Background: an optimization exercise with open tools, aiming at small area and a short achievable clock period. Do not read the settings as production practice.
RTL that was checked went through simulation tests only; none was proved equivalent to the original.
Only the layout flow was run in runs 3 to 5; the RTL was not checked for function there.
Power figures rest on the tool's default switching activity, not on a simulated workload.

### design.v
package riscv_dbg_pkg;
  typedef enum logic [1:0] {
    ST_IDLE  = 2'd0,
    ST_ARMED = 2'd1,
    ST_POST  = 2'd2,
    ST_DONE  = 2'd3
  } trace_state_t;
  localparam logic MODE_STOP_FULL = 1'b0;
  localparam logic MODE_RING_TRIG = 1'b1;
  function automatic integer entry_w(input integer xlen, input integer num_regs);
    entry_w = xlen * (2 + num_regs);
  endfunction
endpackage
module trace_ram #(
  parameter int ROWS  = 15,
  parameter int WIDTH = 192,
  parameter int TAP0  = 6,
  parameter int NSEL  = 9
) (
  input  logic             clk,
  input  logic [WIDTH-1:0] wdata,
  input  logic             shift,
  input  logic             ld,
  input  logic [NSEL-1:0]  sel,
  output logic [WIDTH-1:0] rdata
);
  logic [WIDTH-1:0] stage, pick;
  logic [WIDTH-1:0] mem [ROWS];
  always_ff @(posedge clk) begin
    stage <= wdata;
  end
  always_ff @(posedge clk) begin
    if (shift) begin
      mem[0] <= stage;
      for (int i = 1; i < ROWS; i++) begin
        mem[i] <= mem[i-1];
      end
    end
  end
  always_comb begin
    pick = '0;
    for (int i = 0; i < NSEL; i++) begin
      pick = pick | ({WIDTH{sel[i]}} & mem[TAP0 + i]);
    end
  end
  always_ff @(posedge clk) begin
    if (ld) begin
      rdata <= pick;
    end
  end
endmodule
module riscv_trace_buffer #(
  parameter int XLEN       = 32,
  parameter int NUM_REGS   = 4,
  parameter int DEPTH      = 16,
  parameter int POST_DEPTH = 8
) (
  input  logic                     clk,
  input  logic                     reset,
  input  logic [XLEN-1:0]          pc_dbg,
  input  logic [XLEN-1:0]          instr_dbg,
  input  logic [NUM_REGS*XLEN-1:0] regs_dbg,
  input  logic                     arm,
  input  logic                     clear,
  input  logic                     mode,
  input  logic                     trig_en,
  input  logic [XLEN-1:0]          trig_pc,
  output logic                     busy,
  output logic                     triggered,
  output logic                     wrapped,
  output logic                     rd_valid,
  input  logic                     rd_ready,
  output logic [XLEN-1:0]          rd_pc,
  output logic [XLEN-1:0]          rd_instr,
  output logic [NUM_REGS*XLEN-1:0] rd_regs,
  output logic                     rd_last
);
  localparam int AW = $clog2(DEPTH);
  localparam int CW = AW + 1;
  localparam int EW = riscv_dbg_pkg::entry_w(XLEN, NUM_REGS);
  localparam logic [CW-1:0] DEPTH_C = CW'(DEPTH);
  localparam logic [CW-1:0] POST_C  = CW'(POST_DEPTH);
  localparam logic [CW-1:0] ONE_C   = CW'(1);
  localparam logic [CW-1:0] TWO_C   = CW'(2);
  localparam int TAP0 = POST_DEPTH - 1;
  localparam int NSEL = DEPTH - 1 - TAP0;
  logic          armed_q, post_q, mode_q, first_q, cap_q, merged_q;
  logic [CW-1:0] count, post_cnt, rd_left;
  logic [NSEL-1:0] osel_q;
  logic [NSEL:0]   rsel_q;
  logic [XLEN-1:0] pc_q;
  logic          idle, cnt_full, gd, last_pop;
  logic [CW-1:0] cnt_inc;
  logic [NSEL-1:0] osel_trig;
  logic          chg, teq, cap, fire, gdone, pop, start;
  logic          shift, ld;
  logic [EW-1:0] wdata, rdata;
  assign idle     = !busy && !rd_valid;
  assign cnt_full = (count == DEPTH_C);
  assign cnt_inc  = cnt_full ? count : count + ONE_C;
  assign gd       = mode_q ? (post_q && (post_cnt == ONE_C)) : (cnt_inc == DEPTH_C);
  assign last_pop = (rd_left == ONE_C);
  always_comb begin
    osel_trig = '0;
    if (count >= CW'(NSEL - 1)) osel_trig[NSEL-1] = 1'b1;
    else                        osel_trig[count[$clog2(NSEL)-1:0]] = 1'b1;
  end
  assign chg   = (pc_dbg != pc_q);
  assign teq   = trig_en && (pc_dbg == trig_pc);
  assign cap   = busy && (first_q || chg);
  assign fire  = cap && armed_q && mode_q && teq;
  assign gdone = cap && gd;
  assign pop   = rd_valid && rd_ready;
  assign start = idle && arm;
  always_ff @(posedge clk or posedge reset) begin
    if (reset) begin
      armed_q   <= 1'b0;
      post_q    <= 1'b0;
      busy      <= 1'b0;
      rd_valid  <= 1'b0;
      rd_last   <= 1'b0;
      mode_q    <= 1'b0;
      first_q   <= 1'b0;
      count     <= '0;
      post_cnt  <= '0;
      rd_left   <= '0;
      triggered <= 1'b0;
      wrapped   <= 1'b0;
      osel_q    <= '0;
      cap_q     <= 1'b0;
      merged_q  <= 1'b0;
      rsel_q    <= '0;
    end else begin
      armed_q   <= !clear && (start || (armed_q && !fire && !gdone));
      post_q    <= !clear && (fire || (post_q && !gdone));
      busy      <= !clear && (start || (busy && !gdone));
      rd_valid  <= !clear && (gdone || (rd_valid && !(pop && last_pop)));
      rd_last   <= !clear && (gdone ? (cnt_inc == ONE_C)
                                    : (rd_valid && (pop ? (rd_left == TWO_C) : last_pop)));
      rd_left   <= clear ? '0 : gdone ? cnt_inc : pop ? rd_left - ONE_C : rd_left;
      mode_q    <= start ? mode : mode_q;
      first_q   <= start || (first_q && !cap);
      count     <= start ? '0 : cap ? cnt_inc : count;
      post_cnt  <= fire ? POST_C : (cap && post_q) ? post_cnt - ONE_C : post_cnt;
      triggered <= !start && (triggered || fire);
      wrapped   <= !start && (wrapped || (cap && cnt_full));
      osel_q    <= start ? NSEL'(1) << (NSEL - 1) : fire ? osel_trig : osel_q;
      cap_q     <= cap;
      merged_q  <= rd_valid && (merged_q || (cap_q && rd_ready));
      rsel_q    <= (cap || (rd_valid && (merged_q || (cap_q && rd_ready)))) ? {1'b0, osel_q}
                                                                           : {osel_q, 1'b0};
    end
  end
  always_ff @(posedge clk) begin
    pc_q <= pc_dbg;
  end
  assign shift = cap_q || pop;
  assign ld    = !rd_valid || rd_ready;
  assign wdata = {regs_dbg, instr_dbg, pc_dbg};
  trace_ram #(
    .ROWS  (DEPTH - 1),
    .WIDTH (EW),
    .TAP0  (TAP0 - 1),
    .NSEL  (NSEL + 1)
  ) u_ram (
    .clk   (clk),
    .wdata (wdata),
    .shift (shift),
    .ld    (ld),
    .sel   (rsel_q),
    .rdata (rdata)
  );
  assign rd_pc    = rdata[XLEN-1:0];
  assign rd_instr = rdata[2*XLEN-1:XLEN];
  assign rd_regs  = rdata[EW-1:2*XLEN];
endmodule
### run.sh
#!/bin/bash
# synth_recipe.tcl (not shown) runs the flow's synth.tcl, then flattens the netlist and writes it again
# the make line also repeats each setting of config.mk as NAME=value (left out here)
make -C /OpenROAD-flow-scripts/flow DESIGN_CONFIG=/design/flow/config.mk WORK_HOME=/design/flow/orfs CLKGATE_MAP_FILE= SYNTH_SCRIPT=/design/flow/synth_recipe.tcl finish
### config.mk
export PLATFORM = sky130hd
export DESIGN_NAME = riscv_trace_buffer
export DESIGN_NICKNAME = riscv_trace_buffer
export VERILOG_FILES = /design/flow/design.v
export SDC_FILE = /design/flow/constraint.sdc
export NUM_CORES = 4
export LEC_CHECK = 0
export CAP_MARGIN = 20
export CORE_MARGIN = 2
export CORE_UTILIZATION = 60
export CTS_CLUSTER_DIAMETER = 80
export CTS_CLUSTER_SIZE = 30
export SETUP_SLACK_MARGIN = 3.0
export SLEW_MARGIN = 20
### constraint.sdc
create_clock -name core_clock -period 5.5 [get_ports {clk}]
set_input_delay 1.1000 -clock core_clock [delete_from_list [all_inputs] [get_ports {clk}]]
set_output_delay 1.1000 -clock core_clock [all_outputs]
set_load 0.01 [all_outputs]
==> summary.txt, run 1 <==
# TYPE chip_impl_metric gauge
chip_impl_info{name="postSynth.topFlopCell",value="edfxtp_1"} 1
chip_impl_metric{name="synthesis.nets",unit=""} 4963
chip_impl_metric{name="worst_ep_arrival_time",unit="ps"} 1560
chip_impl_metric{name="first_global_vias",unit=""} 45700
chip_impl_metric{name="dpl_cell_area",unit="sq um"} 115000
chip_impl_metric{name="mean_syn_cell_area",unit="sq um"} 22.8
chip_impl_metric{name="cap_viol_max_count",unit=""} 0
chip_impl_metric{name="numCtsBuffers",unit=""} 140
chip_impl_metric{name="grt_start_max_net_pins",unit=""} 133
chip_impl_metric{name="power.static_leakage",unit="nW"} 39.4
chip_impl_metric{name="gpl_congestion",unit=""} 0.784
chip_impl_metric{name="grt_pass1_wl",unit="microns"} 289000
chip_impl_metric{name="synthesis.instances",unit=""} 4722
chip_impl_metric{name="std_cell_core_area",unit="sq um"} 178000
chip_impl_metric{name="worstPathMaxFanout",unit=""} 1
chip_impl_metric{name="groute.layer.met1.usage",unit="%"} 31.1
chip_impl_metric{name="levels_on_crit_path",unit=""} 1
chip_impl_metric{name="timing.final.crit_share",unit="%"} 48.3
chip_impl_metric{name="power.clock.fraction",unit="%"} 28.5
chip_impl_metric{name="grt.met3_usage",unit="%"} 2.90
chip_impl_metric{name="areaGrowthSynthToFinish",unit="%"} 11.2
chip_impl_metric{name="floorplan.die_area",unit="sq um"} 183000
chip_impl_metric{name="power",unit="W"} 0.0446
chip_impl_metric{name="die_height",unit="microns"} 427
chip_impl_metric{name="clock.fmax",unit="GHz"} 0.377
chip_impl_metric{name="drt_wl_total",unit="microns"} 198000
chip_impl_metric{name="ctsLongestPathBuffers",unit=""} 3
chip_impl_info{name="timing.critical_path.cells",value="buf_2"} 1
chip_impl_metric{name="post-dp-hpwl",unit="microns"} 104000
chip_impl_info{name="critPathLaunchType",value="flip-flop"} 1
chip_impl_metric{name="io_buffers",unit=""} 427
chip_impl_info{name="clk_root_buffer_cell",value="clkbuf_16"} 1
chip_impl_info{name="setup.worst_path.end_class",value="output pin"} 1
chip_impl_metric{name="combPwrFrac",unit="%"} 4.0
chip_impl_metric{name="critical_path.max_stage_delay",unit="ps"} 540
chip_impl_metric{name="final.fill_count",unit=""} 11500
chip_impl_info{name="cp_slowest_cell",value="edfxtp_1"} 1
chip_impl_metric{name="synthDistinctLibCells",unit=""} 55
chip_impl_metric{name="synth-warning-count",unit=""} 3
chip_impl_metric{name="grt_overflow_total",unit=""} 0
chip_impl_metric{name="initial_antenna_violation_count",unit=""} 5
chip_impl_metric{name="route.antenna.remaining_nets",unit=""} 0
chip_impl_info{name="unrepaired_setup_endpoints_after_global_routing",value="true"} 1
chip_impl_metric{name="routedWlPerCell",unit="microns"} 25.8
chip_impl_metric{name="initial_utilization",unit="%"} 60.3
chip_impl_metric{name="drtPass1Iterations",unit=""} 8
chip_impl_info{name="hold_sp",value="u_ram.stage[80]$_DFF_P_"} 1
chip_impl_info{name="worst-setup-path-type",value="reg -> out"} 1
chip_impl_metric{name="reg2regPathDepth",unit=""} 7
chip_impl_metric{name="drtIter0Drc",unit=""} 6060
chip_impl_metric{name="die_w",unit="microns"} 427
chip_impl_metric{name="cts.reportedPaths.clkPinSlew",unit="ps"} 100
chip_impl_metric{name="critical_path_required",unit="ps"} 4400
chip_impl_metric{name="grt.total_usage",unit="%"} 21.2
chip_impl_metric{name="vias",unit=""} 47200
chip_impl_metric{name="p_per_area",unit="nW/um^2"} 373
chip_impl_info{name="critical_path.startpoint",value="u_ram.rdata[154]$_DFFE_PP_"} 1
chip_impl_metric{name="synth.yosys.seq_area_share",unit="%"} 90.4
chip_impl_metric{name="ys_ff_latch",unit=""} 3307
chip_impl_metric{name="clkLatencyLatePin",unit="ps"} 810
chip_impl_metric{name="cell_rows",unit=""} 155
chip_impl_metric{name="max_slew_margin",unit="%"} 36.0
chip_impl_metric{name="final_area",unit="sq um"} 120000
chip_impl_metric{name="clock-sinks",unit=""} 3307
chip_impl_info{name="grt_busiest_layer",value="met2"} 1
chip_impl_metric{name="min_period",unit="ps"} 2660
chip_impl_info{name="hold_path_class",value="reg -> reg"} 1
chip_impl_info{name="critical_path.top_delay_family",value="flip-flops"} 1
chip_impl_metric{name="timing.final.hold_violations",unit=""} 0
chip_impl_metric{name="drv_slew",unit=""} 0
chip_impl_info{name="tritoncts",value="built"} 1
chip_impl_info{name="highest_count_cells_in_the_layout_ignoring_fill_and_taps",value="3,072 x edfxtp_1, 203 x clkdlybuf4s50_1, 202 x nand3_1, 193 x a22o_1"} 1
chip_impl_metric{name="timing.clock.skew",unit="ps"} 22.5
chip_impl_metric{name="use_met2",unit="%"} 34.0
chip_impl_info{name="mostFrequentLayoutCell",value="edfxtp_1"} 1
chip_impl_metric{name="vias_per_cell",unit=""} 6.15
chip_impl_metric{name="total_number_of_nets_in_the_final_design",unit=""} 5456
chip_impl_info{name="crit-reg2reg-launch",value="count[1]$_DFFE_PP0P_"} 1
chip_impl_metric{name="route.detailed.drc",unit=""} 0
chip_impl_metric{name="setup_violations",unit=""} 0
chip_impl_metric{name="sw_frac_of_total",unit="%"} 20.5
chip_impl_metric{name="synth_async_sr_flop_share",unit="%"} 1.30
chip_impl_metric{name="pwr-share-seq",unit="%"} 67.5
chip_impl_metric{name="cts_hold_buffers",unit=""} 0
chip_impl_metric{name="power.ir.vdd_worst",unit="uV"} 348
chip_impl_metric{name="worstHoldPathCells",unit=""} 0
chip_impl_metric{name="net-switching-power",unit="W"} 0.00915
chip_impl_metric{name="drive_gt1_share",unit="%"} 10.6
chip_impl_metric{name="design.portCount",unit=""} 428
chip_impl_metric{name="finalSetupTns",unit="ps"} 0
chip_impl_metric{name="timing.critical_path.buf_inv",unit=""} 1
chip_impl_info{name="run_status",value="timing/DRC/antenna clean"} 1
chip_impl_metric{name="ctsHtreeMaxLevel",unit=""} 4
chip_impl_metric{name="power.internal",unit="W"} 0.0354
chip_impl_metric{name="summed_instance_area_of_the_synthesized_netlist",unit="sq um"} 107000
chip_impl_metric{name="worst_slew_pin_slew",unit="ps"} 961
chip_impl_metric{name="synth-edff-count",unit=""} 3072
-- final timing paths --
path	to	slack, ps
min	u_ram.mem[0][80]$_DFFE_PP_	410
min in group asynchronous	mode_q$_DFFE_PP0P_	730
min reg2reg	u_ram.mem[0][80]$_DFFE_PP_	410
max	rd_regs[90]	2840
max reg2reg	rd_left[2]$_DFFE_PP0P_	3060
max in group asynchronous	rsel_q[1]$_DFF_PP0_	4340
-- layout make-up --
| type | count | area [sq um] | share of cell area [%] |
|---|---|---|---|
| diodes | 3 | 7.51 | 0.00628 |
| clock buffers | 186 | 3890 | 3.26 |
| well taps | 2355 | 2950 | 2.46 |
| clock inverters | 59 | 587 | 0.491 |
| inverters | 13 | 48.8 | 0.0408 |
| repair buffers | 549 | 5270 | 4.41 |
| flip-flops and latches | 3307 | 97200 | 81.3 |
| multi-input cells | 1204 | 9580 | 8.01 |
-- routing by layer --
metal  part of all wire (%)  wire length (microns)
met1                     43                  84300
met2                     49                  96400
met3                    6.0                  12000
met4                    2.8                   5610
met5                      0                      0
-- synth_stat cells (11+ instances only) --
master	count	area, sq um
dfxtp_1	192	3840
a221oi_1	192	1680
xnor2_1	40	350
nand3_1	202	1010
xor2_1	33	289
nor4_1	11	68.8
a222oi_1	192	1920
inv_1	12	45.0
dfrtp_1	43	1080
edfxtp_1	3072	92200
nand2_1	26	97.6
a22oi_1	192	1440
nand4_1	11	68.8
buf_1	17	63.8
a22o_1	193	1690
clkbuf_1	177	664
-- per-stage QoR --
| stage | utilization, % | hold WS [ps] | std cells | worst slack [ps] |
|---|---|---|---|---|
| floorplan | - | 386 | 4722 | -16260 |
| global placement | 64.7 | 386 | 7410 | 1620 |
| detailed placement | 64.7 | 389 | 7410 | 1630 |
| CTS | 66.9 | 412 | 7668 | 2760 |
| global route | 67.1 | 413 | 7673 | 2790 |
| finish | 67.1 | 410 | 7676 | 2840 |
-- cells by family (layout without fill, tap and decap cells) --
family,Yosys count,after routing,share of synthesized area (%)
muxes,15,15,0.148
xor gates and xnor gates,73,73,0.595
and+or+nand+nor,293,294,1.42
adders and majority gates,10,10,0.116
AOI/OAI and AO/OA,812,812,6.55
buffers and inverters,212,807,0.758
other,0,3,0
DFF,3307,3307,90.4
-- power groups by stage --
stage	logic [W]	registers, W	clock network [W]
floorplan	0.000816	0.0320	0
global placement	0.00185	0.0306	0
detailed placement	0.00189	0.0307	0
CTS	0.00178	0.0301	0.0131
global route	0.00194	0.0303	0.0139
finish	0.00177	0.0301	0.0127
-- timing repair --
| action | 4_1_cts | 5_1_grt |
|---|---|---|
| buffers inserted | 11 | 3 |
| pin swaps | 8 | 12 |
| gates cloned | 2 | 2 |
| gates resized for setup | 850 | 54 |
| setup endpoints to repair | 2986 | 646 |
-- state kept, by name, indices dropped and copies added, names as in the netlist --
signal and flops:
u_ram.stage 192, armed_q 1, count 5, triggered 1
wrapped 1, osel_q 8, rd_last 1, cap_q 1
busy 1, u_ram.rdata 192, u_ram.mem 2880, rd_left 5
rd_valid 1, post_cnt 5, merged_q 1, mode_q 1
rsel_q 9, post_q 1, first_q 1
==> run 2, diff against run 1 <==
--- a/config.mk
+++ b/config.mk
@@ -9,5 +9,3 @@
 export CORE_MARGIN = 2
-export CORE_UTILIZATION = 60
-export CTS_CLUSTER_DIAMETER = 80
-export CTS_CLUSTER_SIZE = 30
+export CORE_UTILIZATION = 40
 export SETUP_SLACK_MARGIN = 3.0
==> summary.txt, run 2 <==
# TYPE chip_impl_metric gauge
chip_impl_info{name="run_status",value="timing/DRC/antenna clean"} 1
chip_impl_metric{name="drv_slew",unit=""} 0
chip_impl_metric{name="drtPass1Iterations",unit=""} 6
chip_impl_info{name="crit_path_end",value="rd_pc[3]"} 1
chip_impl_metric{name="largest_reg_flops",unit=""} 2880
chip_impl_metric{name="grt_pass1_wl",unit="microns"} 318000
chip_impl_metric{name="p_per_area",unit="nW/um^2"} 427
chip_impl_metric{name="reg2regPathDepth",unit=""} 3
chip_impl_metric{name="worst_ep_arrival_time",unit="ps"} 1570
chip_impl_metric{name="final_hold_slack",unit="ps"} 363
chip_impl_metric{name="min_period",unit="ps"} 2670
chip_impl_info{name="hold_path_class",value="reg -> reg"} 1
chip_impl_metric{name="areaGrowthSynthToFinish",unit="%"} 18.9
chip_impl_metric{name="gpl_congestion",unit=""} 0.751
chip_impl_metric{name="ctsLongestPathBuffers",unit=""} 4
chip_impl_metric{name="die_height",unit="microns"} 522
chip_impl_info{name="tritoncts",value="built"} 1
chip_impl_metric{name="levels_on_crit_path",unit=""} 1
chip_impl_metric{name="critical_path_required",unit="ps"} 4400
chip_impl_metric{name="timing.final.hold_violations",unit=""} 0
chip_impl_metric{name="initial_antenna_violation_count",unit=""} 13
chip_impl_metric{name="std_cell_core_area",unit="sq um"} 268000
chip_impl_info{name="highest_count_cells_in_the_layout_ignoring_fill_and_taps",value="3,072 x edfxtp_1, 341 x clkbuf_16, 214 x clkdlybuf4s50_1, 201 x nand3_1, 193 x a22o_1"} 1
chip_impl_info{name="synth_top_area_cell",value="edfxtp_1"} 1
chip_impl_metric{name="drive_gt1_share",unit="%"} 15.0
chip_impl_metric{name="power.static_leakage",unit="nW"} 42.6
chip_impl_info{name="mostFrequentLayoutCell",value="edfxtp_1"} 1
chip_impl_info{name="clk_root_buffer_cell",value="clkbuf_16"} 1
chip_impl_metric{name="grt_overflow_total",unit=""} 0
chip_impl_metric{name="final_area",unit="sq um"} 128000
chip_impl_metric{name="floorplan.die_area",unit="sq um"} 273000
chip_impl_metric{name="cts_hold_buffers",unit=""} 0
chip_impl_info{name="cp_slowest_cell",value="edfxtp_1"} 1
chip_impl_metric{name="critical_path.max_stage_delay",unit="ps"} 490
chip_impl_metric{name="timing.clock.skew",unit="ps"} 66.6
chip_impl_metric{name="synth.yosys.seq_area_share",unit="%"} 90.4
chip_impl_metric{name="post-dp-hpwl",unit="microns"} 112000
chip_impl_metric{name="timing.critical_path.buf_inv",unit=""} 1
chip_impl_metric{name="r2r_slack",unit="ps"} 3010
chip_impl_metric{name="vias",unit=""} 49100
chip_impl_info{name="largest_registers",value="u_ram.mem: 2880 flops, u_ram.rdata: 192 flops, u_ram.stage: 192 flops"} 1
chip_impl_metric{name="ctsHtreeMaxLevel",unit=""} 5
chip_impl_metric{name="cell_rows",unit=""} 190
chip_impl_info{name="postSynth.topFlopCell",value="edfxtp_1"} 1
chip_impl_metric{name="finalSetupTns",unit="ps"} 0
chip_impl_metric{name="summed_instance_area_of_the_synthesized_netlist",unit="sq um"} 107000
chip_impl_metric{name="synth-warning-count",unit=""} 3
chip_impl_info{name="r2r_end",value="u_ram.rdata[112]$_DFFE_PP_"} 1
chip_impl_metric{name="synthesis.nets",unit=""} 4963
chip_impl_metric{name="clock-sinks",unit=""} 3307
chip_impl_metric{name="mean_syn_cell_area",unit="sq um"} 22.8
chip_impl_metric{name="routedWlPerCell",unit="microns"} 23.3
chip_impl_metric{name="numCtsBuffers",unit=""} 331
chip_impl_metric{name="grt_start_max_net_pins",unit=""} 116
chip_impl_metric{name="clkLatencyLatePin",unit="ps"} 880
chip_impl_metric{name="io_buffers",unit=""} 427
chip_impl_info{name="unrepaired_setup_endpoints_after_global_routing",value="true"} 1
chip_impl_metric{name="drt_wl_total",unit="microns"} 216000
chip_impl_metric{name="cap_viol_max_count",unit=""} 0
chip_impl_info{name="critical_path.startpoint",value="u_ram.rdata[3]$_DFFE_PP_"} 1
chip_impl_info{name="timing.critical_path.cells",value="buf_2"} 1
chip_impl_metric{name="power.ir.vdd_worst",unit="uV"} 301
chip_impl_info{name="top_register",value="u_ram.mem"} 1
chip_impl_info{name="post-synth-top-count-cell",value="edfxtp_1"} 1
chip_impl_metric{name="route.detailed.drc",unit=""} 0
chip_impl_metric{name="dpl_cell_area",unit="sq um"} 117000
chip_impl_metric{name="worst_slew_pin_slew",unit="ps"} 1110
chip_impl_info{name="critical_path.top_delay_family",value="flip-flops"} 1
chip_impl_metric{name="drtIter0Drc",unit=""} 6027
chip_impl_metric{name="max_slew_margin",unit="%"} 26.2
chip_impl_info{name="setup.worst_path.end_class",value="output pin"} 1
chip_impl_metric{name="timing.final.crit_share",unit="%"} 48.6
chip_impl_info{name="synth_top_cells_by_area",value="edfxtp_1 86%, dfxtp_1 3.6%, a222oi_1 1.8%, a22o_1 1.6%, a221oi_1 1.6%"} 1
chip_impl_metric{name="clock.fmax",unit="GHz"} 0.374
chip_impl_metric{name="vias_per_cell",unit=""} 5.31
chip_impl_metric{name="synthesis.instances",unit=""} 4722
chip_impl_metric{name="finalCoreUtilization",unit="%"} 47.7
chip_impl_metric{name="synth_async_sr_flop_share",unit="%"} 1.30
chip_impl_metric{name="synthDistinctLibCells",unit=""} 55
chip_impl_metric{name="grt.total_usage",unit="%"} 15.3
chip_impl_metric{name="route.antenna.remaining_nets",unit=""} 0
chip_impl_info{name="critPathLaunchType",value="flip-flop"} 1
chip_impl_metric{name="design.portCount",unit=""} 428
chip_impl_metric{name="worstPathMaxFanout",unit=""} 1
chip_impl_metric{name="initial_utilization",unit="%"} 40.1
chip_impl_metric{name="synth-edff-count",unit=""} 3072
chip_impl_metric{name="first_global_vias",unit=""} 48900
chip_impl_metric{name="ys_ff_latch",unit=""} 3307
chip_impl_metric{name="yosysTopAreaCellShare",unit="%"} 85.8
chip_impl_info{name="crit-reg2reg-launch",value="rsel_q[8]$_DFF_PP0_"} 1
chip_impl_metric{name="total_number_of_nets_in_the_final_design",unit=""} 5664
chip_impl_metric{name="cts.reportedPaths.clkPinSlew",unit="ps"} 60
chip_impl_metric{name="die_w",unit="microns"} 522
chip_impl_info{name="worst-setup-path-type",value="reg -> out"} 1
chip_impl_info{name="synth.top_cells.by_count",value="3,072 x edfxtp_1, 202 x nand3_1, 193 x a22o_1"} 1
chip_impl_metric{name="setup_violations",unit=""} 0
## run 2: cell counts after synthesis
No cell type changed its count.
## run 2: layer usage
layer	GRT usage, %	part of all wire (%)
met1	21.8	43
met2	24.0	47
met3	2.83	7.1
met4	4.32	2.2
met5	0	0.025
## run 2: timing repair
action                      CTS  global route
gates cloned                  2             2
pin swaps                     1            12
setup endpoints to repair  2869          1000
hold endpoints to repair      0             0
buffers inserted              9             6
resized for setup           867            43
## run 2: cell families after synthesis
family	share of synthesized area [%]
AOI/OAI and AO/OA	6.55
xor gates and xnor gates	0.595
adders and majority gates	0.116
buffers and inverters	0.758
DFF	90.4
muxes	0.148
and+or+nand+nor	1.42
## run 2: final cells by class
| cell class | count | area, sq um |
|---|---|---|
| Antenna cell | 2 | 5.00 |
| Clock buffer | 430 | 9000 |
| Clock inverter | 184 | 1970 |
| Fill cell | 21800 | 140000 |
| Inverter | 13 | 48.8 |
| Multi-Input combinational cell | 1204 | 9570 |
| Sequential cell | 3307 | 97200 |
| Tap cell | 3552 | 4440 |
| Timing Repair Buffer | 566 | 5530 |
## run 2: worst min path at each step
| stage | end | slack (ps) | depth (start not counted) | start |
|---|---|---|---|---|
| final | u_ram.mem[1][156]$_DFFE_PP_ | 360 | 0 | u_ram.mem[0][156]$_DFFE_PP_ |
| after global routing | u_ram.mem[6][159]$_DFFE_PP_ | 360 | 0 | u_ram.mem[5][159]$_DFFE_PP_ |
| after CTS | u_ram.mem[1][156]$_DFFE_PP_ | 350 | 0 | u_ram.mem[0][156]$_DFFE_PP_ |
| after detailed placement | u_ram.mem[0][56]$_DFFE_PP_ | 390 | 0 | u_ram.stage[56]$_DFF_P_ |
| after global placement | u_ram.mem[0][167]$_DFFE_PP_ | 390 | 0 | u_ram.stage[167]$_DFF_P_ |
| after floorplan | u_ram.mem[0][100]$_DFFE_PP_ | 390 | 0 | u_ram.stage[100]$_DFF_P_ |
## run 2: where the power goes
part           internal (W)  switching (W)  total [W]
combinational      0.000625        0.00123    0.00185
sequential           0.0294       0.000722     0.0302
clock                0.0131        0.00939     0.0225
total                0.0432         0.0113     0.0545
## run 2: metrics by stage
step,instances,power [W],setup WS (ps)
3_3_place_gp,8623,0.0325,1550
2_1_floorplan,4722,0.0328,-16260
6_report,9258,0.0545,2830
4_1_cts,9248,0.0552,2730
5_1_grt,9258,0.0564,2770
3_5_place_dp,8623,0.0326,1550
==> run 3, diff against run 2 <==
--- a/design.v
+++ b/design.v
@@ -40,5 +40,5 @@
   always_comb begin
-    pick = '0;
+    pick = {WIDTH{!ld}} & rdata;
     for (int i = 0; i < NSEL; i++) begin
-      pick = pick | ({WIDTH{sel[i]}} & mem[TAP0 + i]);
+      pick = pick | ({WIDTH{ld && sel[i]}} & mem[TAP0 + i]);
     end
@@ -46,5 +46,3 @@
   always_ff @(posedge clk) begin
-    if (ld) begin
-      rdata <= pick;
-    end
+    rdata <= pick;
   end
@@ -86,3 +84,3 @@
   localparam int NSEL = DEPTH - 1 - TAP0;
-  logic          armed_q, post_q, mode_q, first_q, cap_q, merged_q;
+  logic          armed_q, post_q, mode_q, first_q, cap_q, merged_q, gd;
   logic [CW-1:0] count, post_cnt, rd_left;
@@ -91,3 +89,3 @@
   logic [XLEN-1:0] pc_q;
-  logic          idle, cnt_full, gd, last_pop;
+  logic          idle, cnt_full, gd_cap, last_pop;
   logic [CW-1:0] cnt_inc;
@@ -100,3 +98,3 @@
   assign cnt_inc  = cnt_full ? count : count + ONE_C;
-  assign gd       = mode_q ? (post_q && (post_cnt == ONE_C)) : (cnt_inc == DEPTH_C);
+  assign gd_cap   = mode_q ? (post_q && (post_cnt == TWO_C)) : (cnt_inc == DEPTH_C - ONE_C);
   assign last_pop = (rd_left == ONE_C);
@@ -129,2 +127,3 @@
       osel_q    <= '0;
+      gd        <= 1'b0;
       cap_q     <= 1'b0;
@@ -147,2 +146,3 @@
       osel_q    <= start ? NSEL'(1) << (NSEL - 1) : fire ? osel_trig : osel_q;
+      gd        <= !start && !fire && (cap ? gd_cap : gd);
       cap_q     <= cap;
--- a/config.mk
+++ b/config.mk
@@ -9,3 +9,5 @@
 export CORE_MARGIN = 2
-export CORE_UTILIZATION = 40
+export CORE_UTILIZATION = 60
+export CTS_CLUSTER_DIAMETER = 80
+export CTS_CLUSTER_SIZE = 30
 export SETUP_SLACK_MARGIN = 3.0
==> summary.txt, run 3 <==
# TYPE chip_impl_metric gauge
chip_impl_info{name="setup.worst_path.end_class",value="output pin"} 1
chip_impl_info{name="cp_slowest_cell",value="dfrtp_4"} 1
chip_impl_metric{name="clock-sinks",unit=""} 3308
chip_impl_metric{name="power.static_leakage",unit="nW"} 40.0
chip_impl_metric{name="final_area",unit="sq um"} 121000
chip_impl_metric{name="routedWlPerCell",unit="microns"} 26.6
chip_impl_metric{name="drive_gt1_share",unit="%"} 14.7
chip_impl_info{name="synth_top_family_by_area",value="compound AO/OA/AOI/OAI gates"} 1
chip_impl_metric{name="synth-edff-count",unit=""} 2880
chip_impl_metric{name="p_per_area",unit="nW/um^2"} 388
chip_impl_metric{name="io_buffers",unit=""} 427
chip_impl_metric{name="use_met2",unit="%"} 36.0
chip_impl_metric{name="ys_ff_latch",unit=""} 3308
chip_impl_metric{name="summed_instance_area_of_the_synthesized_netlist",unit="sq um"} 107000
chip_impl_metric{name="initial_antenna_violation_count",unit=""} 7
chip_impl_metric{name="worstPathMaxFanout",unit=""} 2
chip_impl_metric{name="die_height",unit="microns"} 427
chip_impl_metric{name="finalSetupTns",unit="ps"} 0
chip_impl_metric{name="sequential_cell_area",unit="sq um"} 95600
chip_impl_metric{name="timing.critical_path.buf_inv",unit=""} 1
chip_impl_metric{name="mean_syn_cell_area",unit="sq um"} 20.9
chip_impl_metric{name="synth.yosys.seq_area_share",unit="%"} 88.8
chip_impl_metric{name="synthesis.instances",unit=""} 5144
chip_impl_metric{name="worst_ep_arrival_time",unit="ps"} 1450
chip_impl_metric{name="yosysTopAreaCellShare",unit="%"} 80.6
chip_impl_metric{name="floorplan.die_area",unit="sq um"} 182000
chip_impl_metric{name="gpl_congestion",unit=""} 0.781
chip_impl_metric{name="std_cell_core_area",unit="sq um"} 178000
chip_impl_metric{name="power.ir.vdd_worst",unit="uV"} 337
chip_impl_metric{name="synth_compound_area_share",unit="%"} 7.20
chip_impl_metric{name="die_w",unit="microns"} 427
chip_impl_metric{name="largest_reg_flops",unit=""} 2880
chip_impl_info{name="synth_top_cells_by_area",value="edfxtp_1 81%, dfxtp_1 7.2%, a221oi_1 2.8%, a222oi_1 1.8%, a22oi_1 1.5%"} 1
chip_impl_metric{name="grt.total_usage",unit="%"} 23.4
chip_impl_metric{name="synth_xor_xnor_area_share",unit="%"} 0.596
chip_impl_metric{name="critical_path.max_stage_delay",unit="ps"} 510
chip_impl_metric{name="vias",unit=""} 50800
chip_impl_metric{name="route.detailed.drc",unit=""} 0
chip_impl_metric{name="least_setup_slack_across_all_paths_after_layout",unit="ps"} 2950
chip_impl_metric{name="numCtsBuffers",unit=""} 143
chip_impl_metric{name="route.antenna.remaining_nets",unit=""} 0
chip_impl_metric{name="drv_slew",unit=""} 0
chip_impl_info{name="synth_top_area_cell",value="edfxtp_1"} 1
chip_impl_metric{name="clkLatencyLatePin",unit="ps"} 830
chip_impl_metric{name="area_fraction_in_and_or_nand_and_nor_cells_after_synthesis",unit="%"} 2.17
chip_impl_metric{name="areaGrowthSynthToFinish",unit="%"} 12.5
chip_impl_metric{name="groute.layer.met1.usage",unit="%"} 35.0
chip_impl_info{name="postSynth.topFlopCell",value="edfxtp_1"} 1
chip_impl_metric{name="synth_async_sr_flop_share",unit="%"} 1.33
chip_impl_metric{name="detailedPlace.worstSlack",unit="ps"} 1210
chip_impl_metric{name="final.fill_count",unit=""} 11600
chip_impl_info{name="hold_path_class",value="reg -> reg"} 1
chip_impl_metric{name="design.portCount",unit=""} 428
chip_impl_metric{name="finalCoreUtilization",unit="%"} 67.8
chip_impl_metric{name="cap_viol_max_count",unit=""} 0
chip_impl_metric{name="synthDistinctLibCells",unit=""} 56
chip_impl_metric{name="cell_rows",unit=""} 155
chip_impl_metric{name="vias_per_cell",unit=""} 6.24
chip_impl_metric{name="post-dp-hpwl",unit="microns"} 117000
chip_impl_metric{name="grt.met3_usage",unit="%"} 3.58
chip_impl_metric{name="clock.fmax",unit="GHz"} 0.393
chip_impl_metric{name="ctsLongestPathBuffers",unit=""} 3
chip_impl_metric{name="ctsHtreeMaxLevel",unit=""} 4
chip_impl_metric{name="timing.clock.skew",unit="ps"} 24.4
chip_impl_metric{name="initial_utilization",unit="%"} 60.3
chip_impl_info{name="worst-setup-path-type",value="reg -> out"} 1
chip_impl_metric{name="dpl_cell_area",unit="sq um"} 115000
chip_impl_info{name="synth.top_cells.by_count",value="2,880 x edfxtp_1, 384 x dfxtp_1, 338 x a221oi_1"} 1
chip_impl_metric{name="total_number_of_nets_in_the_final_design",unit=""} 5912
chip_impl_metric{name="grt_pass1_wl",unit="microns"} 315000
chip_impl_metric{name="timing.final.crit_share",unit="%"} 46.3
chip_impl_info{name="largest_registers",value="u_ram.mem: 2880 flops, u_ram.rdata: 192 flops, u_ram.stage: 192 flops"} 1
chip_impl_metric{name="yosys.area_share.adder",unit="%"} 0.117
chip_impl_metric{name="grt_start_max_net_pins",unit=""} 155
chip_impl_info{name="grt_busiest_layer",value="met2"} 1
chip_impl_info{name="run_status",value="timing/DRC/antenna clean"} 1
chip_impl_metric{name="min_period",unit="ps"} 2550
chip_impl_info{name="critical_path.top_delay_family",value="flip-flops"} 1
chip_impl_metric{name="max_slew_margin",unit="%"} 37.4
chip_impl_info{name="top_register",value="u_ram.mem"} 1
chip_impl_info{name="clk_root_buffer_cell",value="clkbuf_16"} 1
chip_impl_metric{name="synthesis.nets",unit=""} 5385
chip_impl_metric{name="grt_overflow_total",unit=""} 0
chip_impl_metric{name="cts.reportedPaths.clkPinSlew",unit="ps"} 110
chip_impl_metric{name="drtPass1Iterations",unit=""} 8
chip_impl_info{name="tritoncts",value="built"} 1
chip_impl_info{name="critPathLaunchType",value="flip-flop"} 1
chip_impl_metric{name="drt_wl_total",unit="microns"} 217000
chip_impl_metric{name="synth.area.mux_share",unit="%"} 0.127
chip_impl_metric{name="synth-warning-count",unit=""} 3
chip_impl_metric{name="setup_violations",unit=""} 0
chip_impl_info{name="highest_count_cells_in_the_layout_ignoring_fill_and_taps",value="2,880 x edfxtp_1, 337 x a221oi_1, 242 x nor2_1, 217 x clkdlybuf4s50_1, 215 x a22oi_1"} 1
chip_impl_info{name="post-synth-top-count-cell",value="edfxtp_1"} 1
chip_impl_info{name="timing.critical_path.cells",value="buf_6"} 1
chip_impl_metric{name="first_global_vias",unit=""} 48800
chip_impl_metric{name="worst_slew_pin_slew",unit="ps"} 937
chip_impl_metric{name="timing.final.hold_violations",unit=""} 0
chip_impl_info{name="mostFrequentLayoutCell",value="edfxtp_1"} 1
chip_impl_metric{name="drtIter0Drc",unit=""} 7030
chip_impl_metric{name="multi_input_area",unit="sq um"} 11200
chip_impl_info{name="unrepaired_setup_endpoints_after_global_routing",value="true"} 1
chip_impl_metric{name="critical_path_required",unit="ps"} 4400
[run 3: per-layer routing]
metal	up-vias	routed length, microns
met5	-	0
met4	0	7260
met3	300	16500
met2	2256	102000
met1	26100	91500
li1	22100	-
[run 3: timing repair]
action / 4_1_cts / 5_1_grt
gates cloned: 9 / 1
setup buffers: 39 / 7
pin swaps: 10 / 5
resized for setup: 1217 / 35
hold buffers: 0 / 0
setup endpoints to repair: 3250 / 212
[run 3: stage by stage]
stage,cells,total power (W),hold WS [ps]
floorplan,5144,0.0347,386
global placement,7825,0.0343,386
detailed placement,7825,0.0344,389
CTS,8128,0.0473,404
global route,8136,0.0485,408
finish,8138,0.0469,409
[run 3: cells by family after synthesis]
kind of cell / Yosys count
and+or+nand+nor: 530
buffers and inverters: 260
muxes: 10
xor gates and xnor gates: 73
DFF: 3308
adders and majority gates: 10
AOI/OAI and AO/OA: 953
[run 3: area by class of cell]
class | count | area share (%)
Multi-Input combinational cell | 1586 | 9.29
Sequential cell | 3308 | 79.3
Antenna cell | 2 | 0.00415
Clock inverter | 71 | 0.630
Clock buffer | 184 | 3.20
Tap cell | 2355 | 2.44
Timing Repair Buffer | 618 | 5.13
Inverter | 14 | 0.0456
[run 3: final timing paths]
path	start	endpoint	slack [ps]	cells after the start
min in group asynchronous	reset	post_cnt[0]$_DFFE_PP0P_	810	2
min reg2reg	u_ram.mem[2][52]$_DFFE_PP_	u_ram.mem[3][52]$_DFFE_PP_	410	0
max reg2reg	rd_valid$_DFF_PP0_	u_ram.rdata[116]$_DFF_P_	3070	8
min	u_ram.mem[2][52]$_DFFE_PP_	u_ram.mem[3][52]$_DFFE_PP_	410	0
max	rd_valid$_DFF_PP0_	rd_valid	2950	1
max in group asynchronous	reset	rsel_q[1]$_DFF_PP0_	4000	2
[run 3: where the power goes]
part           internal [W]  switching [W]  leakage, nW
Combinational      0.000941        0.00172         6.66
Clock               0.00555        0.00742         2.25
Sequential           0.0301        0.00109         31.1
==> run 4, diff against run 3 <==
==> flow/run.sh (new file) <==
#!/bin/bash
# Own layout flow: the standard ORFS flow (standard.sh, unchanged synthesis), with the port
# buffers made from a plain buffer cell instead of the one buffer_ports picks on its own, and
# the resizer allowed to swap cells across footprints. Every port still gets its buffer.
set -euo pipefail
cd "$(dirname "$0")/.."
bash standard.sh \
  "BUFFER_PORTS_ARGS=-buffer_cell sky130_fd_sc_hd__buf_2" \
  MATCH_CELL_FOOTPRINT=0 \
  finish > flow_standard.log 2>&1
==> standard.sh (new file) <==
#!/bin/bash
# synth_recipe.tcl (not shown) runs the flow's synth.tcl, then flattens the netlist and writes it again
# the make line also repeats each setting of config.mk as NAME=value (left out here)
make -C /OpenROAD-flow-scripts/flow DESIGN_CONFIG=/design/flow/config.mk WORK_HOME=/design/flow/orfs CLKGATE_MAP_FILE= SYNTH_SCRIPT=/design/flow/synth_recipe.tcl "${@:-finish}"
removed: run.sh
==> summary.txt, run 4 <==
# TYPE chip_impl_metric gauge
chip_impl_metric{name="worst_ep_arrival_time",unit="ps"} 3360
chip_impl_metric{name="die_w",unit="microns"} 427
chip_impl_metric{name="floorplan.die_area",unit="sq um"} 182000
chip_impl_info{name="synth.top_cells.by_count",value="2,880 x edfxtp_1, 384 x dfxtp_1, 338 x a221oi_1"} 1
chip_impl_info{name="setup.worst_path.end_class",value="flip-flop"} 1
chip_impl_metric{name="ys_ff_latch",unit=""} 3308
chip_impl_metric{name="grt_start_max_net_pins",unit=""} 178
chip_impl_metric{name="worstPathMaxFanout",unit=""} 68
chip_impl_metric{name="clock-sinks",unit=""} 3308
chip_impl_metric{name="synth.yosys.seq_area_share",unit="%"} 88.8
chip_impl_info{name="unrepaired_setup_endpoints_after_global_routing",value="true"} 1
chip_impl_metric{name="clkLatencyLatePin",unit="ps"} 830
chip_impl_metric{name="synth-edff-count",unit=""} 2880
chip_impl_metric{name="setup_violations",unit=""} 0
chip_impl_metric{name="power.ir.vdd_worst",unit="uV"} 344
chip_impl_metric{name="grt_overflow_total",unit=""} 0
chip_impl_info{name="synth_top_cells_by_area",value="edfxtp_1 81%, dfxtp_1 7.2%, a221oi_1 2.8%, a222oi_1 1.8%, a22oi_1 1.5%"} 1
chip_impl_info{name="largest_registers",value="u_ram.mem: 2880 flops, u_ram.rdata: 192 flops, u_ram.stage: 192 flops"} 1
chip_impl_info{name="mostFrequentLayoutCell",value="edfxtp_1"} 1
chip_impl_metric{name="synthesis.instances",unit=""} 5144
chip_impl_info{name="timing.critical_path.cells",value="buf_4, buf_4, nor2b_4, buf_12, buf_16, a221oi_1, nor2_1, a221oi_1, nand3_1"} 1
chip_impl_metric{name="cell_rows",unit=""} 155
chip_impl_info{name="top_register",value="u_ram.mem"} 1
chip_impl_metric{name="power.static_leakage",unit="nW"} 39.7
chip_impl_metric{name="power",unit="W"} 0.0467
chip_impl_metric{name="drive_gt1_share",unit="%"} 17.7
chip_impl_metric{name="first_global_vias",unit=""} 48400
chip_impl_metric{name="net-switching-power",unit="W"} 0.0103
chip_impl_metric{name="cts_hold_buffers",unit=""} 0
chip_impl_metric{name="finalSetupTns",unit="ps"} 0
chip_impl_info{name="tritoncts",value="built"} 1
chip_impl_metric{name="summed_instance_area_of_the_synthesized_netlist",unit="sq um"} 107000
chip_impl_metric{name="critical_path.max_stage_delay",unit="ps"} 530
chip_impl_metric{name="timing.final.hold_violations",unit=""} 0
chip_impl_metric{name="die_height",unit="microns"} 427
chip_impl_metric{name="route.antenna.remaining_nets",unit=""} 0
chip_impl_metric{name="cap_viol_max_count",unit=""} 0
chip_impl_metric{name="worst_slew_pin_slew",unit="ps"} 1010
chip_impl_metric{name="timing.final.crit_share",unit="%"} 48.5
chip_impl_metric{name="initial_antenna_violation_count",unit=""} 4
chip_impl_metric{name="grt.total_usage",unit="%"} 23.5
chip_impl_metric{name="ctsLongestPathBuffers",unit=""} 3
chip_impl_info{name="hold_path_class",value="in -> reg"} 1
chip_impl_metric{name="std_cell_core_area",unit="sq um"} 178000
chip_impl_metric{name="mean_syn_cell_area",unit="sq um"} 20.9
chip_impl_metric{name="largest_reg_flops",unit=""} 2880
chip_impl_info{name="synth_top_area_cell",value="edfxtp_1"} 1
chip_impl_metric{name="total_number_of_nets_in_the_final_design",unit=""} 5874
chip_impl_metric{name="routedWlPerCell",unit="microns"} 27.0
chip_impl_metric{name="synthDistinctLibCells",unit=""} 56
chip_impl_metric{name="timing.clock.skew",unit="ps"} 27.9
chip_impl_info{name="post-synth-top-count-cell",value="edfxtp_1"} 1
chip_impl_metric{name="vias_per_cell",unit=""} 6.24
chip_impl_metric{name="route.detailed.drc",unit=""} 0
chip_impl_info{name="clk_root_buffer_cell",value="clkbuf_16"} 1
chip_impl_metric{name="detailedPlace.worstSlack",unit="ps"} 1650
chip_impl_metric{name="ctsHtreeMaxLevel",unit=""} 4
chip_impl_metric{name="drtIter0Drc",unit=""} 7401
chip_impl_info{name="cp_slowest_cell",value="dfrtp_4"} 1
chip_impl_info{name="worst-setup-path-type",value="reg -> reg"} 1
chip_impl_metric{name="combPwrFrac",unit="%"} 5.3
chip_impl_metric{name="areaGrowthSynthToFinish",unit="%"} 11.0
chip_impl_metric{name="drt_wl_total",unit="microns"} 218000
chip_impl_info{name="postSynth.topFlopCell",value="edfxtp_1"} 1
chip_impl_metric{name="power.internal",unit="W"} 0.0365
chip_impl_metric{name="initial_utilization",unit="%"} 60.3
chip_impl_metric{name="cts.reportedPaths.clkPinSlew",unit="ps"} 110
chip_impl_metric{name="clock.fmax",unit="GHz"} 0.375
chip_impl_metric{name="post-dp-hpwl",unit="microns"} 114000
chip_impl_metric{name="pwr-share-seq",unit="%"} 66.8
chip_impl_metric{name="power.clock.fraction",unit="%"} 27.8
chip_impl_info{name="critPathLaunchType",value="flip-flop"} 1
chip_impl_info{name="highest_count_cells_in_the_layout_ignoring_fill_and_taps",value="2,880 x edfxtp_1, 310 x buf_2, 308 x a221oi_1, 245 x dfxtp_1, 243 x nor2_1"} 1
chip_impl_metric{name="design.portCount",unit=""} 428
chip_impl_metric{name="yosysTopAreaCellShare",unit="%"} 80.6
chip_impl_metric{name="least_setup_slack_across_all_paths_after_layout",unit="ps"} 2830
chip_impl_metric{name="p_per_area",unit="nW/um^2"} 393
chip_impl_metric{name="critical_path_required",unit="ps"} 6190
chip_impl_metric{name="drv_slew",unit=""} 0
chip_impl_metric{name="synthesis.nets",unit=""} 5385
chip_impl_metric{name="sw_frac_of_total",unit="%"} 22.0
chip_impl_metric{name="io_buffers",unit=""} 427
chip_impl_metric{name="gpl_congestion",unit=""} 0.778
chip_impl_metric{name="synth-warning-count",unit=""} 3
chip_impl_metric{name="max_slew_margin",unit="%"} 33.0
chip_impl_metric{name="grt_pass1_wl",unit="microns"} 314000
chip_impl_metric{name="min_period",unit="ps"} 2670
chip_impl_info{name="run_status",value="timing/DRC/antenna clean"} 1
chip_impl_metric{name="synth_async_sr_flop_share",unit="%"} 1.33
chip_impl_metric{name="numCtsBuffers",unit=""} 144
chip_impl_metric{name="vias",unit=""} 50500
chip_impl_metric{name="drtPass1Iterations",unit=""} 9
## run 4: worst max-delay path: cells and delay by family, from the launching register on
family	cells	cell delay (ps)
buf+inv	4	680
flops	1	530
simple gates	3	370
compound gates	2	690
## run 4: through the flow
| stage | hold slack [ps] | util (%) | instance area (sq um) | instances |
|---|---|---|---|---|
| global placement | 386 | 63.3 | 113000 | 7785 |
| finish | 366 | 66.9 | 119000 | 8100 |
| floorplan | 386 | - | 107000 | 5144 |
| detailed placement | 389 | 63.3 | 113000 | 7785 |
| CTS | 290 | 66.7 | 119000 | 8077 |
| global route | 318 | 66.9 | 119000 | 8098 |
## run 4: layer usage
metal | global-route usage, % | wire, microns | vias up
met3 | 4.11 | 16300 | 258
met2 | 36.2 | 103000 | 2035
met4 | 7.24 | 6490 | 0
met1 | 34.9 | 92600 | 26200
li1 | - | - | 22000
met5 | 0 | 0 | -
## run 4: final cells by class
class	instances	area, sq um
diodes	3	7.51
clock buffers	190	3990
clock inverters	65	639
fillers	11800	58900
inverters	14	52.6
multi-input cells	1591	11300
flip-flops and latches	3308	95600
well taps	2355	2950
repair buffers	574	4550
## run 4: logic make-up (layout without fill, tap and decap cells)
kind of cell,Yosys count,after routing,share of synthesized area (%)
other cells,0,3,0
xor+xnor,73,73,0.596
compound gates,953,953,7.20
simple gates,530,545,2.17
flops,3308,3308,88.8
fa+ha+maj,10,10,0.117
buf+inv,260,843,0.983
mux,10,10,0.127
## run 4: power by group through the flow
stage / clock network (W) / logic [W] / registers (W)
floorplan: 0 / 0.00121 / 0.0335
global placement: 0 / 0.00230 / 0.0316
detailed placement: 0 / 0.00235 / 0.0317
CTS: 0.0134 / 0.00254 / 0.0312
global route: 0.0142 / 0.00273 / 0.0314
finish: 0.0130 / 0.00250 / 0.0312
## run 4: what timing repair did
item | in CTS | in global routing
setup buffers | 23 | 17
gates cloned | 14 | 3
resized for setup | 397 | 40
pin swaps | 6 | 2
setup endpoints to repair | 1853 | 182
## run 4: final timing paths
| check | startpoint | endpoint | slack (ps) | cells past startpoint |
|---|---|---|---|---|
| max | rd_valid$_DFF_PP0_ | u_ram.rdata[100]$_DFF_P_ | 2830 | 9 |
| min | instr_dbg[12] | u_ram.stage[44]$_DFF_P_ | 370 | 1 |
| max reg2reg | rd_valid$_DFF_PP0_ | u_ram.rdata[100]$_DFF_P_ | 2830 | 9 |
| min reg2reg | u_ram.stage[70]$_DFF_P_ | u_ram.mem[0][70]$_DFFE_PP_ | 410 | 0 |
| max in group asynchronous | reset | rd_valid$_DFF_PP0_ | 4320 | 2 |
| min in group asynchronous | reset | mode_q$_DFFE_PP0P_ | 480 | 2 |
==> run 5, diff against run 4 <==
--- a/design.v
+++ b/design.v
@@ -16,4 +16,4 @@
   parameter int WIDTH = 192,
-  parameter int TAP0  = 6,
-  parameter int NSEL  = 9
+  parameter int TAP0  = 7,
+  parameter int NSEL  = 8
 ) (
@@ -26,10 +26,7 @@
 );
-  logic [WIDTH-1:0] stage, pick;
+  logic [WIDTH-1:0] pick;
   logic [WIDTH-1:0] mem [ROWS];
   always_ff @(posedge clk) begin
-    stage <= wdata;
-  end
-  always_ff @(posedge clk) begin
     if (shift) begin
-      mem[0] <= stage;
+      mem[0] <= wdata;
       for (int i = 1; i < ROWS; i++) begin
@@ -40,5 +37,5 @@
   always_comb begin
-    pick = {WIDTH{!ld}} & rdata;
+    pick = '0;
     for (int i = 0; i < NSEL; i++) begin
-      pick = pick | ({WIDTH{ld && sel[i]}} & mem[TAP0 + i]);
+      pick = pick | ({WIDTH{sel[i]}} & mem[TAP0 + i]);
     end
@@ -46,3 +43,5 @@
   always_ff @(posedge clk) begin
-    rdata <= pick;
+    if (ld) begin
+      rdata <= pick;
+    end
   end
@@ -84,8 +83,7 @@
   localparam int NSEL = DEPTH - 1 - TAP0;
-  logic          armed_q, post_q, mode_q, first_q, cap_q, merged_q, gd;
+  logic          armed_q, post_q, mode_q, first_q;
   logic [CW-1:0] count, post_cnt, rd_left;
   logic [NSEL-1:0] osel_q;
-  logic [NSEL:0]   rsel_q;
   logic [XLEN-1:0] pc_q;
-  logic          idle, cnt_full, gd_cap, last_pop;
+  logic          idle, cnt_full, gd, last_pop;
   logic [CW-1:0] cnt_inc;
@@ -98,3 +96,3 @@
   assign cnt_inc  = cnt_full ? count : count + ONE_C;
-  assign gd_cap   = mode_q ? (post_q && (post_cnt == TWO_C)) : (cnt_inc == DEPTH_C - ONE_C);
+  assign gd       = mode_q ? (post_q && (post_cnt == ONE_C)) : (cnt_inc == DEPTH_C);
   assign last_pop = (rd_left == ONE_C);
@@ -127,6 +125,2 @@
       osel_q    <= '0;
-      gd        <= 1'b0;
-      cap_q     <= 1'b0;
-      merged_q  <= 1'b0;
-      rsel_q    <= '0;
     end else begin
@@ -146,7 +140,2 @@
       osel_q    <= start ? NSEL'(1) << (NSEL - 1) : fire ? osel_trig : osel_q;
-      gd        <= !start && !fire && (cap ? gd_cap : gd);
-      cap_q     <= cap;
-      merged_q  <= rd_valid && (merged_q || (cap_q && rd_ready));
-      rsel_q    <= (cap || (rd_valid && (merged_q || (cap_q && rd_ready)))) ? {1'b0, osel_q}
-                                                                           : {osel_q, 1'b0};
     end
@@ -156,3 +145,3 @@
   end
-  assign shift = cap_q || pop;
+  assign shift = cap || pop;
   assign ld    = !rd_valid || rd_ready;
@@ -162,4 +151,4 @@
     .WIDTH (EW),
-    .TAP0  (TAP0 - 1),
-    .NSEL  (NSEL + 1)
+    .TAP0  (TAP0),
+    .NSEL  (NSEL)
   ) u_ram (
@@ -169,3 +158,3 @@
     .ld    (ld),
-    .sel   (rsel_q),
+    .sel   (osel_q),
     .rdata (rdata)
==> run.sh (new file) <==
#!/bin/bash
# synth_recipe.tcl (not shown) runs the flow's synth.tcl, then flattens the netlist and writes it again
# the make line also repeats each setting of config.mk as NAME=value (left out here)
make -C /OpenROAD-flow-scripts/flow DESIGN_CONFIG=/design/flow/config.mk WORK_HOME=/design/flow/orfs CLKGATE_MAP_FILE= SYNTH_SCRIPT=/design/flow/synth_recipe.tcl finish
removed: flow/run.sh
removed: standard.sh
==> summary.txt, run 5 <==
# TYPE chip_impl_metric gauge
chip_impl_info{name="run_status",value="timing/DRC/antenna clean"} 1
chip_impl_metric{name="min_period",unit="ps"} 2880
chip_impl_metric{name="total_number_of_nets_in_the_final_design",unit=""} 5873
chip_impl_metric{name="vias_per_cell",unit=""} 6.19
chip_impl_metric{name="clock.fmax",unit="GHz"} 0.347
chip_impl_metric{name="design.portCount",unit=""} 428
chip_impl_metric{name="cts.reportedPaths.clkPinSlew",unit="ps"} 110
chip_impl_info{name="crit-reg2reg-launch",value="pc_q[21]$_DFF_P_"} 1
chip_impl_metric{name="die_height",unit="microns"} 419
chip_impl_metric{name="synthesis.instances",unit=""} 4522
chip_impl_metric{name="groute.layer.met1.usage",unit="%"} 36.5
chip_impl_metric{name="largest_reg_flops",unit=""} 2880
chip_impl_metric{name="grt_pass1_wl",unit="microns"} 317000
chip_impl_metric{name="synthesis.nets",unit=""} 4762
chip_impl_metric{name="r2r_slack",unit="ps"} 2690
chip_impl_metric{name="summed_instance_area_of_the_synthesized_netlist",unit="sq um"} 103000
chip_impl_metric{name="yosysTopAreaCellShare",unit="%"} 89.4
chip_impl_metric{name="use_met2",unit="%"} 39.5
chip_impl_metric{name="ys_ff_latch",unit=""} 3136
chip_impl_metric{name="setup_violations",unit=""} 0
chip_impl_info{name="critical_path.startpoint",value="pc_dbg[12]"} 1
chip_impl_metric{name="vias",unit=""} 49300
chip_impl_metric{name="gpl_congestion",unit=""} 0.759
chip_impl_metric{name="cell_rows",unit=""} 152
chip_impl_metric{name="critical_path_required",unit="ps"} 6050
chip_impl_info{name="largest_registers",value="u_ram.mem: 2880 flops, u_ram.rdata: 192 flops, pc_q: 32 flops"} 1
chip_impl_metric{name="worstHoldPathCells",unit=""} 0
chip_impl_metric{name="die_w",unit="microns"} 419
chip_impl_metric{name="clkLatencyLatePin",unit="ps"} 790
chip_impl_metric{name="worstPathMaxFanout",unit=""} 8
chip_impl_info{name="worst-setup-path-type",value="in -> reg"} 1
chip_impl_metric{name="critical_path.max_stage_delay",unit="ps"} 270
chip_impl_info{name="highest_count_cells_in_the_layout_ignoring_fill_and_taps",value="3,072 x edfxtp_1, 768 x a22oi_1, 348 x buf_16, 212 x clkbuf_16, 203 x nand4_1"} 1
chip_impl_metric{name="grt_start_max_net_pins",unit=""} 118
chip_impl_metric{name="reg2regPathDepth",unit=""} 13
chip_impl_metric{name="timing.clock.skew",unit="ps"} 25.5
chip_impl_metric{name="route.antenna.remaining_nets",unit=""} 0
chip_impl_metric{name="finalSetupTns",unit="ps"} 0
chip_impl_metric{name="grt_overflow_total",unit=""} 0
chip_impl_info{name="cp_slowest_cell",value="o31ai_4"} 1
chip_impl_info{name="grt_busiest_layer",value="met2"} 1
chip_impl_metric{name="route.detailed.drc",unit=""} 0
chip_impl_metric{name="finalCoreUtilization",unit="%"} 75.7
chip_impl_metric{name="drive_gt1_share",unit="%"} 21.1
chip_impl_info{name="synth_top_cells_by_area",value="edfxtp_1 89%, a22oi_1 5.6%, nand4_1 1.2%, dfrtp_1 0.78%, dfxtp_1 0.62%"} 1
chip_impl_info{name="tritoncts",value="built"} 1
chip_impl_metric{name="power.static_leakage",unit="nW"} 43.4
chip_impl_metric{name="areaGrowthSynthToFinish",unit="%"} 25.6
chip_impl_metric{name="initial_utilization",unit="%"} 60.3
chip_impl_metric{name="power.ir.vdd_worst",unit="uV"} 284
chip_impl_metric{name="drt_wl_total",unit="microns"} 226000
chip_impl_metric{name="ctsLongestPathBuffers",unit=""} 3
chip_impl_metric{name="layout.cells.non_filler",unit=""} 7961
chip_impl_info{name="postSynth.topFlopCell",value="edfxtp_1"} 1
chip_impl_metric{name="numCtsBuffers",unit=""} 138
chip_impl_metric{name="clock-sinks",unit=""} 3136
chip_impl_metric{name="synth_async_sr_flop_share",unit="%"} 1.02
chip_impl_metric{name="placed_cells",unit=""} 7088
chip_impl_metric{name="p_per_area",unit="nW/um^2"} 349
chip_impl_metric{name="initial_antenna_violation_count",unit=""} 19
chip_impl_metric{name="worst_slew_pin_slew",unit="ps"} 1030
chip_impl_metric{name="mean_syn_cell_area",unit="sq um"} 22.8
chip_impl_metric{name="first_global_vias",unit=""} 47500
chip_impl_metric{name="io_buffers",unit=""} 427
chip_impl_metric{name="drv_slew",unit=""} 0
chip_impl_metric{name="timing.final.crit_share",unit="%"} 52.4
chip_impl_metric{name="synth.yosys.seq_area_share",unit="%"} 90.8
chip_impl_info{name="synth_top_area_cell",value="edfxtp_1"} 1
chip_impl_info{name="timing.critical_path.cells",value="buf_2, xor2_1, nor4_4, nand4_1, o31ai_4, buf_6, nand2_8, buf_16, buf_16, buf_12, buf_16, buf_12, buf_12, buf_16"} 1
chip_impl_metric{name="grt.met3_usage",unit="%"} 4.00
chip_impl_info{name="top_register",value="u_ram.mem"} 1
run 5: changes by cell type after synthesis, sizes merged, moves of 191 or more:
cell	before	now
a221oi	338	0
a222oi	191	0
a22oi	215	768
dfxtp	384	32
edfxtp	2880	3072
nor2	243	20
run 5: worst paths after layout:
check	endpoint
max in group asynchronous	busy$_DFF_PP0_
hold / removal	u_ram.mem[6][46]$_DFFE_PP_
setup / recovery	u_ram.mem[14][65]$_DFFE_PP_
hold reg to reg	u_ram.mem[6][46]$_DFFE_PP_
setup reg to reg	u_ram.mem[14][65]$_DFFE_PP_
min in group asynchronous	wrapped$_DFF_PP0_
run 5: logic make-up (layout without fill, tap and decap cells):
group                    count (synthesis)  after routing  synth area share (%)
AO/OA/AOI/OAI                          803            803                  5.82
XOR/XNOR                                72             72                 0.611
adder cells (fa/ha/maj)                  9              9                 0.109
buffers and inverters                  190           1385                 0.716
flip-flops                            3136           3136                  90.8
multiplexers                            15             15                 0.178
other                                    0              9                     0
AND/OR/NAND/NOR                        297            299                  1.73
run 5: metrics by stage:
stage | total power (W) | hold slack [ps] | worst slack (ps)
floorplan | 0.0307 | 400 | -8670
global placement | 0.0307 | 400 | 957
detailed placement | 0.0307 | 405 | 941
CTS | 0.0450 | 374 | 2640
global route | 0.0466 | 380 | 2620
finish | 0.0452 | 411 | 2620
run 5: report_power, final:
group | total (W) | switching, W | internal [W]
combinational | 0.00379 | 0.00161 | 0.00218
sequential | 0.0287 | 0.000643 | 0.0281
clock | 0.0126 | 0.00711 | 0.00554
total | 0.0452 | 0.00937 | 0.0358
run 5: timing repair:
item / 4_1_cts / 5_1_grt
setup endpoints to repair: 3115 / 3060
pin swaps: 12 / 10
resized for setup: 1494 / 145
hold buffers: 0 / 0
cloned: 298 / 102
buffers inserted: 183 / 55
run 5: cell type report:
cell class	instances	area (sq um)
flip-flops and latches	3136	93700
clock inverters	73	852
diodes	9	22.5
fillers	9329	41600
well taps	2233	2790
multi-input cells	1198	8950
repair buffers	1144	19500
inverters	15	56.3
clock buffers	153	3660
run 5: per-layer routing:
metal  up-vias  wire length, microns
li1      21100                     -
met1     25800                 94900
met2      2051                111000
met3       258                 14700
met4         4                  5350
met5         -                    27
run 5: critical path: cells and delay by family:
kind / cells / cell delay, ps
AO/OA/AOI/OAI: 1 / 270
XOR/XNOR: 1 / 190
buffers and inverters: 9 / 1290
AND/OR/NAND/NOR: 3 / 540

afterwards: timing with drivers on the ports:
The results above use ideal ports. As a check the final layouts listed here were re-extracted and re-timed, cells and wires unchanged. Step 1: set_driving_cell puts a clkbuf_16 on clk and a buf_2 on each other input, an assumption about the parent block. Step 2, shift: input delay + t, output delay - t, t = (earliest + latest rising clock arrival at the registers) / 2. This alone moves slack from input paths to output paths. Three values: ideal ports, drivers, drivers and shift; two values: the first two.
run | t, ns | setup slack, ns | worst setup path after step 2 | worst register clock-pin slew, ns | pins driven straight from the clock port
run 1 | 0.887 | 2.844 / 2.763 / 2.199 | input to register | 0.11 / 0.11 | 1
run 2 | 0.948 | 2.829 / 2.741 / 2.113 | input to register | 0.07 / 0.07 | 1
run 3 | 0.903 | 2.954 / 2.864 / 2.181 | input to register | 0.11 / 0.11 | 1
run 4 | 0.909 | 2.830 / 2.830 / 2.159 | input to register | 0.12 / 0.12 | 1
run 5 | 0.863 | 2.617 / 2.679 / 1.817 | input to register | 0.12 / 0.12 | 1
After both steps setup and hold are still met in every run listed. For run 5, which loses most, drivers alone change the setup slack by +0.062 ns; drivers and shift together by -0.800 ns.
